This is an optimization exercise on Yosys and OpenROAD, whose aim is small area, a short achievable clock period and few clock cycles per item, not a production implementation.
In this exercise RTL edits were held to simulation tests only and were not proved equivalent to the original.

==> design.v <==
`default_nettype none
module iir_biquad_cascade #(
  parameter int DATA_W       = 16,
  parameter int COEF_W       = 16,
  parameter int FRAC_BITS    = 14,
  parameter int NUM_SECTIONS = 4,
  parameter int ACC_W        = 36
) (
  input  logic                     clk,
  input  logic                     rst,
  input  logic                     in_valid,
  output logic                     in_ready,
  input  logic signed [DATA_W-1:0] din,
  output logic                     out_valid,
  output logic signed [DATA_W-1:0] dout,
  input  logic                     flush,
  input  logic                     coef_we,
  input  logic [7:0]               coef_addr,
  input  logic signed [COEF_W-1:0] coef_wdata
);
  localparam int PROD_W = DATA_W + COEF_W;
  localparam int NCOEF  = 5 * NUM_SECTIONS;
  localparam int CAW    = $clog2(NCOEF);
  localparam int SW     = (NUM_SECTIONS > 1) ? $clog2(NUM_SECTIONS) : 1;
  localparam logic [SW-1:0]            LAST_S  = SW'(NUM_SECTIONS - 1);
  localparam logic [7:0]               NCOEF_A = 8'(NCOEF);
  localparam logic signed [COEF_W-1:0] UNITY   = COEF_W'(1) << FRAC_BITS;
  localparam logic signed [ACC_W-1:0]  RND     = ACC_W'(1) << (FRAC_BITS - 1);
  localparam logic signed [ACC_W-1:0]  SAT_MAX = (ACC_W'(1) << (DATA_W - 1)) - ACC_W'(1);
  localparam logic signed [ACC_W-1:0]  SAT_MIN = ACC_W'(0) - (ACC_W'(1) << (DATA_W - 1));
  typedef enum logic [1:0] {IDLE = 2'd0, MAC = 2'd1, STORE = 2'd2} state_t;
  state_t state, state_next;
  logic   accept;
  logic signed [COEF_W-1:0] coef [NCOEF];
  logic signed [DATA_W-1:0] x1 [NUM_SECTIONS];
  logic signed [DATA_W-1:0] x2 [NUM_SECTIONS];
  logic signed [DATA_W-1:0] y1 [NUM_SECTIONS];
  logic signed [DATA_W-1:0] y2 [NUM_SECTIONS];
  logic signed [DATA_W-1:0] x_cur;
  logic signed [ACC_W-1:0]  acc;
  logic [SW-1:0]            s;
  logic [2:0]               t;
  logic signed [COEF_W-1:0] c_sel;
  logic signed [DATA_W-1:0] d_sel;
  logic signed [PROD_W-1:0] prod;
  logic signed [ACC_W-1:0]  prod_ext, acc_base, acc_next, acc_rnd, acc_shr;
  logic signed [DATA_W-1:0] y_sat;
  always_ff @(posedge clk or posedge rst) begin
    if (rst) state <= IDLE;
    else     state <= state_next;
  end
  always_comb begin
    state_next = state;
    accept     = 1'b0;
    case (state)
      IDLE:    if (in_valid) begin
                 accept     = 1'b1;
                 state_next = MAC;
               end
      MAC:     if (t == 3'd4) state_next = STORE;
      STORE:   state_next = (s == LAST_S) ? IDLE : MAC;
      default: state_next = IDLE;
    endcase
    if (flush) begin
      state_next = IDLE;
      accept     = 1'b0;
    end
  end
  assign in_ready = (state == IDLE);
  always_comb begin
    c_sel = coef[CAW'(int'(s) * 5 + int'(t))];
    case (t)
      3'd0:    d_sel = x_cur;
      3'd1:    d_sel = x1[s];
      3'd2:    d_sel = x2[s];
      3'd3:    d_sel = y1[s];
      default: d_sel = y2[s];
    endcase
    prod     = {{DATA_W{c_sel[COEF_W-1]}}, c_sel} * {{COEF_W{d_sel[DATA_W-1]}}, d_sel};
    prod_ext = {{(ACC_W - PROD_W){prod[PROD_W-1]}}, prod};
    acc_base = (t == 3'd0) ? '0 : acc;
    acc_next = (t >= 3'd3) ? acc_base - prod_ext : acc_base + prod_ext;
    acc_rnd  = acc + RND;
    acc_shr  = acc_rnd >>> FRAC_BITS;
    if (acc_shr > SAT_MAX)      y_sat = {1'b0, {(DATA_W-1){1'b1}}};
    else if (acc_shr < SAT_MIN) y_sat = {1'b1, {(DATA_W-1){1'b0}}};
    else                        y_sat = acc_shr[DATA_W-1:0];
  end
  always_ff @(posedge clk or posedge rst) begin
    if (rst) begin
      for (int i = 0; i < NCOEF; i++) coef[i] <= (i % 5 == 0) ? UNITY : '0;
      for (int i = 0; i < NUM_SECTIONS; i++) begin
        x1[i] <= '0; x2[i] <= '0; y1[i] <= '0; y2[i] <= '0;
      end
      x_cur         <= '0;
      acc           <= '0;
      s             <= '0;
      t             <= '0;
      out_valid <= 1'b0;
      dout      <= '0;
    end else begin
      out_valid <= 1'b0;
      if (in_ready && coef_we && (coef_addr < NCOEF_A))
        coef[coef_addr[CAW-1:0]] <= coef_wdata;
      if (flush) begin
        for (int i = 0; i < NUM_SECTIONS; i++) begin
          x1[i] <= '0; x2[i] <= '0; y1[i] <= '0; y2[i] <= '0;
        end
        t <= '0;
      end else begin
        case (state)
          IDLE: if (accept) begin
            x_cur <= din;
            s     <= '0;
            t     <= '0;
          end
          MAC: begin
            acc <= acc_next;
            t   <= (t == 3'd4) ? 3'd0 : t + 3'd1;
          end
          STORE: begin
            x2[s] <= x1[s];
            x1[s] <= x_cur;
            y2[s] <= y1[s];
            y1[s] <= y_sat;
            x_cur <= y_sat;
            t     <= '0;
            if (s == LAST_S) begin
              dout      <= y_sat;
              out_valid <= 1'b1;
            end else begin
              s <= s + SW'(1);
            end
          end
          default: ;
        endcase
      end
    end
  end
endmodule
`default_nettype wire
==> run.sh <==
#!/bin/bash
# synth_recipe.tcl (not shown) runs the flow's synth.tcl, then flattens the netlist and writes it again
# the make line also repeats each setting of config.mk as NAME=value (left out here)
make -C /OpenROAD-flow-scripts/flow DESIGN_CONFIG=/design/flow/config.mk WORK_HOME=/design/flow/orfs CLKGATE_MAP_FILE= SYNTH_SCRIPT=/design/flow/synth_recipe.tcl finish
==> config.mk <==
export PLATFORM = sky130hd
export DESIGN_NAME = iir_biquad_cascade
export DESIGN_NICKNAME = iir_biquad_cascade
export VERILOG_FILES = /design/flow/design.v
export SDC_FILE = /design/flow/constraint.sdc
export NUM_CORES = 4
export LEC_CHECK = 0
export CAP_MARGIN = 20
export CORE_MARGIN = 2
export CORE_UTILIZATION = 40
export SLEW_MARGIN = 20
==> constraint.sdc <==
create_clock -name core_clock -period 13.0 [get_ports {clk}]
set_input_delay 2.6000 -clock core_clock [delete_from_list [all_inputs] [get_ports {clk}]]
set_output_delay 2.6000 -clock core_clock [all_outputs]
set_load 0.01 [all_outputs]
==> summary.txt <==
-- metal layers --
layer | global-route usage [%] | up-vias
li1 | - | 14600
met1 | 31.4 | 16300
met2 | 37.1 | 896
met3 | 2.52 | 155
met4 | 5.65 | 0
met5 | 0 | -
-- state kept, by name, indices dropped and copies added, names as in the netlist, 3 cells and up --
signal	cells
acc	36
coef	320
dout	16
t	3
x1	64
x2	64
x_cur	16
y1	64
y2	64
-- through the flow --
step	cells
2_1_floorplan	4312
4_1_cts	5704
3_3_place_gp	5570
5_1_grt	5705
3_5_place_dp	5570
6_report	5706
-- critical path, delay by kind of cell (launching register included) --
family / cells / cell delay, ns
buf+inv: 8 / 0.77
xor+xnor: 2 / 0.42
simple gates: 11 / 1.97
flops: 1 / 0.45
fa+ha+maj: 11 / 4.46
compound gates: 14 / 4.03
-- final timing paths --
check	from	end	slack, ns	depth (start not counted)
worst max-delay path	t[1]	acc[34]	0.78	46
worst min-delay path	acc[12]	acc[12]	0.46	2
worst max register to register	t[1]	acc[34]	0.78	46
worst min register to register	acc[12]	acc[12]	0.46	2
max in group asynchronous	rst	y1[2][2]	8.27	5
min in group asynchronous	rst	coef[16][0]	2.58	3
-- synthesized netlist by cell type (all sizes together) (5+ instances only) --
cell	count	area [sq um]
o31ai	10	75.1
a222oi	70	701
nor3	26	130
a221o	12	120
nor4	6	52.6
nand4	27	169
xnor2	65	569
a221oi	35	307
nand2b	23	144
inv	336	1260
mux2	337	3790
a2111oi	7	81.3
nor2	234	878
nand3	56	285
a31o	5	43.8
mux2i	7	70.1
dfrtp	648	16200
o32a	15	150
ha	137	1710
and2	140	876
o21ai	127	636
xor2	49	448
and3	12	80.1
or3	9	57.6
buf	28	133
a211oi	72	541
o21bai	7	52.6
nand2	681	2560
a22oi	67	503
o21a	22	165
nor2b	48	300
fa	265	5310
a21o	23	173
a21oi	335	1680
o211ai	7	52.6
clkbuf	253	953
a22o	36	315
-- placed cells by master (no fill, tap or decap), types with 61 or more instances in the layout --
| cell | netlist | layout |
|---|---|---|
| a211oi_1 | 72 | 71 |
| a21oi_1 | 334 | 332 |
| a222oi_1 | 70 | 70 |
| a22oi_1 | 67 | 67 |
| and2_1 | 140 | 136 |
| buf_4 | 0 | 81 |
| clkbuf_16 | 0 | 75 |
| clkdlybuf4s50_1 | 0 | 61 |
| dfrtp_1 | 648 | 648 |
| fa_1 | 265 | 265 |
| ha_1 | 137 | 132 |
| inv_1 | 336 | 334 |
| mux2_2 | 337 | 337 |
| nand2_1 | 681 | 676 |
| nor2_1 | 234 | 225 |
| o21ai_0 | 120 | 110 |
| xnor2_1 | 65 | 65 |
-- cell families after synthesis --
| family | Yosys count |
|---|---|
| simple gates | 1286 |
| compound gates | 895 |
| mux | 345 |
| buf+inv | 618 |
| xor+xnor | 114 |
| fa+ha+maj | 402 |
| flops | 652 |
-- final cells by class --
| type | instances | area [sq um] | share of cell area [%] |
|---|---|---|---|
| Timing Repair Buffer | 150 | 1360 | 2.89 |
| Tap cell | 1391 | 1740 | 3.70 |
| Antenna cell | 1 | 2.50 | 0.00532 |
| Sequential cell | 652 | 16300 | 34.7 |
| Clock inverter | 22 | 293 | 0.622 |
| Clock buffer | 112 | 2220 | 4.71 |
| Inverter | 336 | 1260 | 2.69 |
| Multi-Input combinational cell | 3042 | 23900 | 50.7 |
==> results by group <==
Detailed routing
  • Post-DRT Antenna Nets: 0
  • DR WL met3: 6070 um
  • Vias per inst: 5.59
  • 1st-pass router iterations: 6
  • DR iter-0 viols: 2,860
  • Drt wl/cell: 20.9 um
  • Routed WL: 119,000 um
  • Max Used Layer: met4
  • WL met1: 53,400 um
  • Vias: 31,900
  • DRC violations left: 0
  • Met2 WL post-DR: 57,000 um

Logic synthesis
  • Ys async rst share: 100%
  • Simple logic cell fraction of the synthesized area: 13.5%
  • Syn Inst Count: 4,312
  • Post-synthesis net count: 4,759
  • Xor/xnor share of the synthesized area: 2.40%
  • Distinct cells, synth: 85
  • Area share of fa/ha/maj cells after synthesis: 16.6%
  • Avg Inst Size Synth: 9.82 sq um
  • Netlist Area Pre-Place: 42,300 sq um
  • Main synth FF type: dfrtp_1
  • Mux cell area share after synthesis: 9.18%
  • Synth warn: 6
  • Main combinational cell family by area after synthesis: adder cells
  • Sequential area share after synthesis: 38.6%
  • Synth Register Bits: 652
  • Compound-Gate Fraction of Synth Area: 14.2%
  • Post-synth EDFFs: 0

Die
  • Num rows: 119
  • Die Wd: 329 um
  • IO Pins: 63
  • Initial Util: 40.3%
  • Die Ht: 329 um
  • Die area: 108,000 sq um
  • Core area: 105,000 sq um

Timing
  • RSZ-0062 raised after global routing: no
  • Setup TNS: 0 ns
  • Final Slew Violations: 0
  • Clock Skew: 0.0314 ns
  • Fmax: 0.0818 GHz
  • Setup ws final: 0.782 ns
  • Tmin final: 12.22 ns
  • Period utilisation layout: 94.0%
  • Slew HR: 25.0%
  • Final hold vios: 0
  • Pin slew with the least headroom to its limit: 1.12 ns
  • Endpoints failing setup: 0
  • Hold WS: 0.460 ns

GRT
  • Largest net degree at the start of global routing: 182
  • Initial antenna violation count: 1
  • Vias in the first global route: 32,600
  • Gr usage total: 22.4%
  • Grt ovf: 0
  • First-pass GRT wire length: 191,000 um

Clock tree
  • Reg clk slew, reported paths: 0.06 ns
  • Root Driver: clkbuf_16
  • Max Root-Sink Buffers: 3
  • Total CTS buffers: 73
  • H-tree levels: 3
  • CTS tree: built
  • Clock latency on the worst-skew pair: 0.65 ns
  • Cts hold-fix bufs: 0
  • Post-cts resize count: 0
  • Post-CTS setup buffer count: 0
  • Clock sink count: 652

Placed design
  • Placed Area: 44,400 sq um
  • Post-DP HPWL: 78,300 um
  • Routability cong.: 0.854
  • Input/output buffers: 62
  • Pre-CTS setup slack: 0.353 ns

Worst setup path
  • Worst path slowest cell: o32a_4
  • Worst stage delay on the critical path: 0.58 ns
  • Startpoint Class: flop
  • Crit Path Class: flop to flop
  • Crit. End Element: flop
  • CP arrival: 12.73 ns
  • Worst Path Max Fanout: 16
  • Critical Path RT: 13.51 ns

Final layout
  • Area growth syn-to-layout: 11.2%
  • Layout cells sized above 1: 14.5%
  • Layout fillers: 10,100
  • Final #Nets: 4,702
  • Finished Core Util: 44.8%
  • Design Area, Final: 47,100 sq um

Outcome
  • Status: no timing/DRC/antenna violations

Min path
  • Hold Crit Class: flop to flop

Run
  • Maxcap violations: 0
Testbench counts, summed over its fixed seeds: cycles 51,208, items 2,048.

## afterwards: timing with drivers on the ports
The results above use ideal ports. As a check the final layout listed here was re-extracted and re-timed, cells and wires unchanged.
Step 1: set_driving_cell puts a clkbuf_16 on clk and a buf_2 on each other input, an assumption about the parent block.
Step 2 also shifts input and output timing later by t, the mid clock arrival at the registers, as if the neighbouring blocks saw the same clock.
a / b / c = no drivers / after step 1 / after step 2; a / b = the first two.
t, ns: 0.705
slack for setup (ns): 0.782 / 0.782 / 0.782
hold slack, ns: 0.460 / 0.460 / 0.460
clock arrival spread, ns: 0.032 / 0.032
worst register clock-pin slew, ns: 0.06 / 0.06
After both steps setup and hold are still met in this run. The setup slack of this run moves by 0.000 ns with the drivers and by 0.000 ns with both steps.
